Source: an optimization exercise on an open RTL-to-GDS flow (aim: small area). Production flows keep margins and buffers that such runs may drop.
Only simulation tests tie the RTL to the original design; equivalence was not proved.

==> exp/xenon: inputs <==
// bimode_pred_top
module bimode_pred_top (
  input  logic        clk,
  input  logic        rst,
  input  logic        pred_valid,
  output logic        pred_ready,
  input  logic [63:0] branch_address,
  output logic        pred_resp_valid,
  output logic        prediction,
  output logic        pred_resp_squash,
  input  logic        upd_valid,
  input  logic        real_ton,
  output logic        upd_mispredict,
  output logic        upd_err,
  output logic [2:0]  inflight_cnt,
  output logic [15:0] total_cnt,
  output logic [15:0] hit_cnt
);
clock: 10.0 ns
lec_check: 0
cap_margin: 20
core_margin: 2
core_utilization: 45
place_density: 0.6
slew_margin: 20
run.sh (not shown) runs the stock make flow with config.mk's settings and CLKGATE_MAP_FILE= SYNTH_SCRIPT=/design/flow/synth_recipe.tcl, a recipe that flattens the netlist after the stock synthesis.
==> exp/indigo (differences from exp/xenon) <==
==> flow/design.v (replaced) <==
module bimode_pred_top (
  input  logic        clk,
  input  logic        rst,
  input  logic        pred_valid,
  output logic        pred_ready,
  input  logic [63:0] branch_address,
  output logic        pred_resp_valid,
  output logic        prediction,
  output logic        pred_resp_squash,
  input  logic        upd_valid,
  input  logic        real_ton,
  output logic        upd_mispredict,
  output logic        upd_err,
  output logic [2:0]  inflight_cnt,
  output logic [15:0] total_cnt,
  output logic [15:0] hit_cnt
);
  localparam logic [1:0] CH_RST = 2'b01;
  localparam logic [3:0] DR_RST = 4'b1001;   
  function automatic logic [1:0] sat2(input logic [1:0] c, input logic up);
    sat2 = {(c[1] & c[0]) | (c[1] & up) | (c[0] & up),
            (c[1] & up) | (c[1] & ~c[0]) | (up & ~c[0])};
  endfunction
  logic        tbl_vld_q;
  logic [7:0]  spec_hist_q, arch_hist_q;
  logic        rec_q;
  logic        resp_valid_q, prediction_q, squash_q, mispredict_q, err_q;
  logic [2:0]  cnt_q;
  logic [1:0]  rd_ptr_q;
  logic [15:0] total_q, hit_q;
  logic [7:0]  e_cidx [4];
  logic [7:0]  e_didx [4];
  logic        e_bank [4];
  logic        e_pred [4];
  logic [1:0]  e_cch  [4];
  logic [3:0]  e_cdr  [4];   
  logic [7:0]  h_cidx, h_didx;
  logic        h_bank, h_pred;
  logic [1:0]  h_cch, h_sel, sel_new;
  logic [3:0]  h_cdr, dr_new;
  logic        q_empty, q_full, resolve, misp, choice_upd, ch_we;
  logic [1:0]  ch_new;
  assign h_cidx = e_cidx[rd_ptr_q];
  assign h_didx = e_didx[rd_ptr_q];
  assign h_bank = e_bank[rd_ptr_q];
  assign h_pred = e_pred[rd_ptr_q];
  assign h_cch  = e_cch[rd_ptr_q];
  assign h_cdr  = e_cdr[rd_ptr_q];
  assign q_empty    = (cnt_q == 3'd0);
  assign q_full     = cnt_q[2];
  assign resolve    = upd_valid & ~q_empty;
  assign misp       = resolve & (real_ton ^ h_pred);
  assign h_sel      = h_bank ? h_cdr[3:2] : h_cdr[1:0];
  assign sel_new    = sat2(h_sel, real_ton);
  assign dr_new     = h_bank ? {sel_new, h_cdr[1:0]} : {h_cdr[3:2], sel_new};
  assign choice_upd = ~((h_bank ^ real_ton) & ~(h_sel[1] ^ real_ton));
  assign ch_we      = resolve & choice_upd;
  assign ch_new     = sat2(h_cch, real_ton);
  logic [511:0]  ch_q;
  logic [1023:0] dr_q;
  logic [15:0]   ch_hi, ch_lo, dr_hi, dr_lo;
  always_comb begin
    for (int j = 0; j < 16; j++) begin
      ch_hi[j] = (ch_we & (h_cidx[7:4] == 4'(j))) | ~tbl_vld_q;
      ch_lo[j] = (h_cidx[3:0] == 4'(j)) | ~tbl_vld_q;
      dr_hi[j] = (resolve & (h_didx[7:4] == 4'(j))) | ~tbl_vld_q;
      dr_lo[j] = (h_didx[3:0] == 4'(j)) | ~tbl_vld_q;
    end
  end
  logic [1:0] ch_wd;
  logic [3:0] dr_wd;
  assign ch_wd = (ch_new ^ CH_RST) & {2{tbl_vld_q}};
  assign dr_wd = (dr_new ^ DR_RST) & {4{tbl_vld_q}};
  for (genvar i = 0; i < 256; i++) begin : g_tbl
    always_ff @(posedge clk) begin
      if (ch_hi[i / 16] & ch_lo[i % 16]) ch_q[2*i +: 2] <= ch_wd;
      if (dr_hi[i / 16] & dr_lo[i % 16]) dr_q[4*i +: 4] <= dr_wd;
    end
  end
  logic [7:0] base_idx, dir_idx;
  logic [1:0] ch_rd;
  logic [3:0] dr_rd;
  logic       bank_sel, pred_dir, accept, push;
  logic [1:0] p_cch;
  logic [3:0] p_cdr;
  assign base_idx = branch_address[9:2];
  assign dir_idx  = base_idx ^ spec_hist_q;
  assign ch_rd    = (ch_q[2*base_idx +: 2] & {2{tbl_vld_q}}) ^ CH_RST;
  assign dr_rd    = (dr_q[4*dir_idx +: 4] & {4{tbl_vld_q}}) ^ DR_RST;
  assign bank_sel = ch_rd[1];
  assign pred_dir = bank_sel ? dr_rd[3] : dr_rd[1];
  assign pred_ready = ~rec_q & ~q_full;
  assign accept     = pred_valid & pred_ready;
  assign push       = accept & ~misp;
  assign p_cch = (ch_we & (base_idx == h_cidx)) ? ch_new : ch_rd;
  assign p_cdr = (resolve & (dir_idx == h_didx)) ? dr_new : dr_rd;
  logic [1:0] wr_ptr;
  assign wr_ptr = rd_ptr_q + cnt_q[1:0];
  for (genvar k = 0; k < 4; k++) begin : g_q
    logic wr_k, fch_k, fdr_k;
    assign wr_k  = push & (wr_ptr == 2'(k));
    assign fch_k = ch_we & (e_cidx[k] == h_cidx);
    assign fdr_k = resolve & (e_didx[k] == h_didx);
    always_ff @(posedge clk) begin
      if (wr_k) begin
        e_cidx[k] <= base_idx;
        e_didx[k] <= dir_idx;
        e_bank[k] <= bank_sel;
        e_pred[k] <= pred_dir;
        e_cch[k]  <= p_cch;
        e_cdr[k]  <= p_cdr;
      end else begin
        if (fch_k) e_cch[k] <= ch_new;
        if (fdr_k) e_cdr[k] <= dr_new;
      end
    end
  end
  always_ff @(posedge clk or posedge rst) begin
    if (rst) begin
      tbl_vld_q    <= 1'b0;
      spec_hist_q  <= '0;
      arch_hist_q  <= '0;
      rec_q        <= 1'b0;
      resp_valid_q <= 1'b0;
      prediction_q <= 1'b0;
      squash_q     <= 1'b0;
      mispredict_q <= 1'b0;
      err_q        <= 1'b0;
      cnt_q        <= '0;
      rd_ptr_q     <= '0;
      total_q      <= '0;
      hit_q        <= '0;
    end else begin
      tbl_vld_q    <= 1'b1;
      if (resolve) arch_hist_q <= {arch_hist_q[6:0], real_ton};
      if (misp)        spec_hist_q <= {arch_hist_q[6:0], real_ton};
      else if (accept) spec_hist_q <= {spec_hist_q[6:0], pred_dir};
      rec_q        <= misp;
      resp_valid_q <= accept;
      prediction_q <= accept & pred_dir;
      squash_q     <= accept & misp;
      mispredict_q <= misp;
      err_q        <= upd_valid & q_empty;
      if (misp) cnt_q <= '0;
      else      cnt_q <= cnt_q + 3'(push) - 3'(resolve);
      if (resolve) rd_ptr_q <= rd_ptr_q + 2'd1;
      if (resolve && (total_q != '1)) total_q <= total_q + 16'd1;
      if (resolve && !misp && (hit_q != '1)) hit_q <= hit_q + 16'd1;
    end
  end
  assign pred_resp_valid  = resp_valid_q;
  assign prediction       = prediction_q;
  assign pred_resp_squash = squash_q;
  assign upd_mispredict   = mispredict_q;
  assign upd_err          = err_q;
  assign inflight_cnt     = cnt_q;
  assign total_cnt        = total_q;
  assign hit_cnt          = hit_q;
endmodule
==> flow/flow/run.sh (new file) <==
#!/bin/bash
set -euo pipefail
CTS="-sink_clustering_enable -repair_clock_nets -dont_use_dummy_load -sink_clustering_size 16 -sink_clustering_max_diameter 40 -buf_list sky130_fd_sc_hd__clkbuf_8 -root_buf sky130_fd_sc_hd__clkbuf_16"
bash standard.sh "CTS_ARGS=$CTS" finish > standard_flow.log 2>&1
==> flow/standard.sh (new file) <==
#!/bin/bash
# synth_recipe.tcl (not shown) runs the flow's synth.tcl, then flattens the netlist and writes it again
# the make line also repeats each setting of config.mk as NAME=value (left out here)
make -C /OpenROAD-flow-scripts/flow DESIGN_CONFIG=/design/flow/config.mk WORK_HOME=/design/flow/orfs CLKGATE_MAP_FILE= SYNTH_SCRIPT=/design/flow/synth_recipe.tcl "${@:-finish}"
- CORE_UTILIZATION: 45 -> 60
- PLACE_DENSITY: 0.6 -> 0.8
removed: flow/run.sh
==> results.cfg <==
[synth]
synthCells = 3882
synth.mux.area_fraction = 0.149

[placement]
hpwl_um = 95100
dpl_cell_area_um2 = 71600

[floorplanning]
design.core.area_um2 = 114000

[layout]
multi_input_area_share = 0.242

[setup_path]
worstSetupStartpoint = branch_address[2]

[global_routing]
grt_util_all_layers = 0.276
grt_pass1_vias = 37500

[status]
status = timing/DRC/antenna clean
(the above is from exp/indigo)
==> results.cfg <==
[setup_path]
worstSetupStartpoint = branch_address[7]

[layout]
multi_input_area_share = 0.235

[floorplanning]
design.core.area_um2 = 154000

[synth]
synth.mux.area_fraction = 0.133

[status]
status = timing/DRC/antenna clean
(the above is from exp/xenon)

port drivers added, routing unchanged:
The results above use ideal ports. As a check the final layouts listed here were re-extracted and re-timed, cells and wires unchanged. Step 1 (the two cells are an assumption about what drives the block):
set clk [get_ports {clk}]
set_driving_cell -lib_cell sky130_fd_sc_hd__clkbuf_16 $clk
set_driving_cell -lib_cell sky130_fd_sc_hd__buf_2 [delete_from_list [all_inputs] $clk]
Step 2 adds t to the input delays and takes it off the output delays; t is the mean of the earliest and latest rising clock arrival at the registers after step 1. Input paths then give back, and output paths get back, about the clock's delay inside the block. a / b / c = ideal / step 1 / step 2; a / b = the first two.
| run | t (ns) | slack for setup (ns) | slew at the worst register clock pin (ns) |
|---|---|---|---|
| exp/xenon | 0.861 | 3.601 / 3.652 / 2.791 | 0.07 / 0.07 |
| exp/indigo | 0.805 | 3.115 / 3.130 / 2.325 | 0.10 / 0.10 |
After both steps every run listed still meets setup and hold. The setup slack of exp/xenon, which loses most, moves by +0.051 ns with the drivers and by -0.810 ns with both steps.
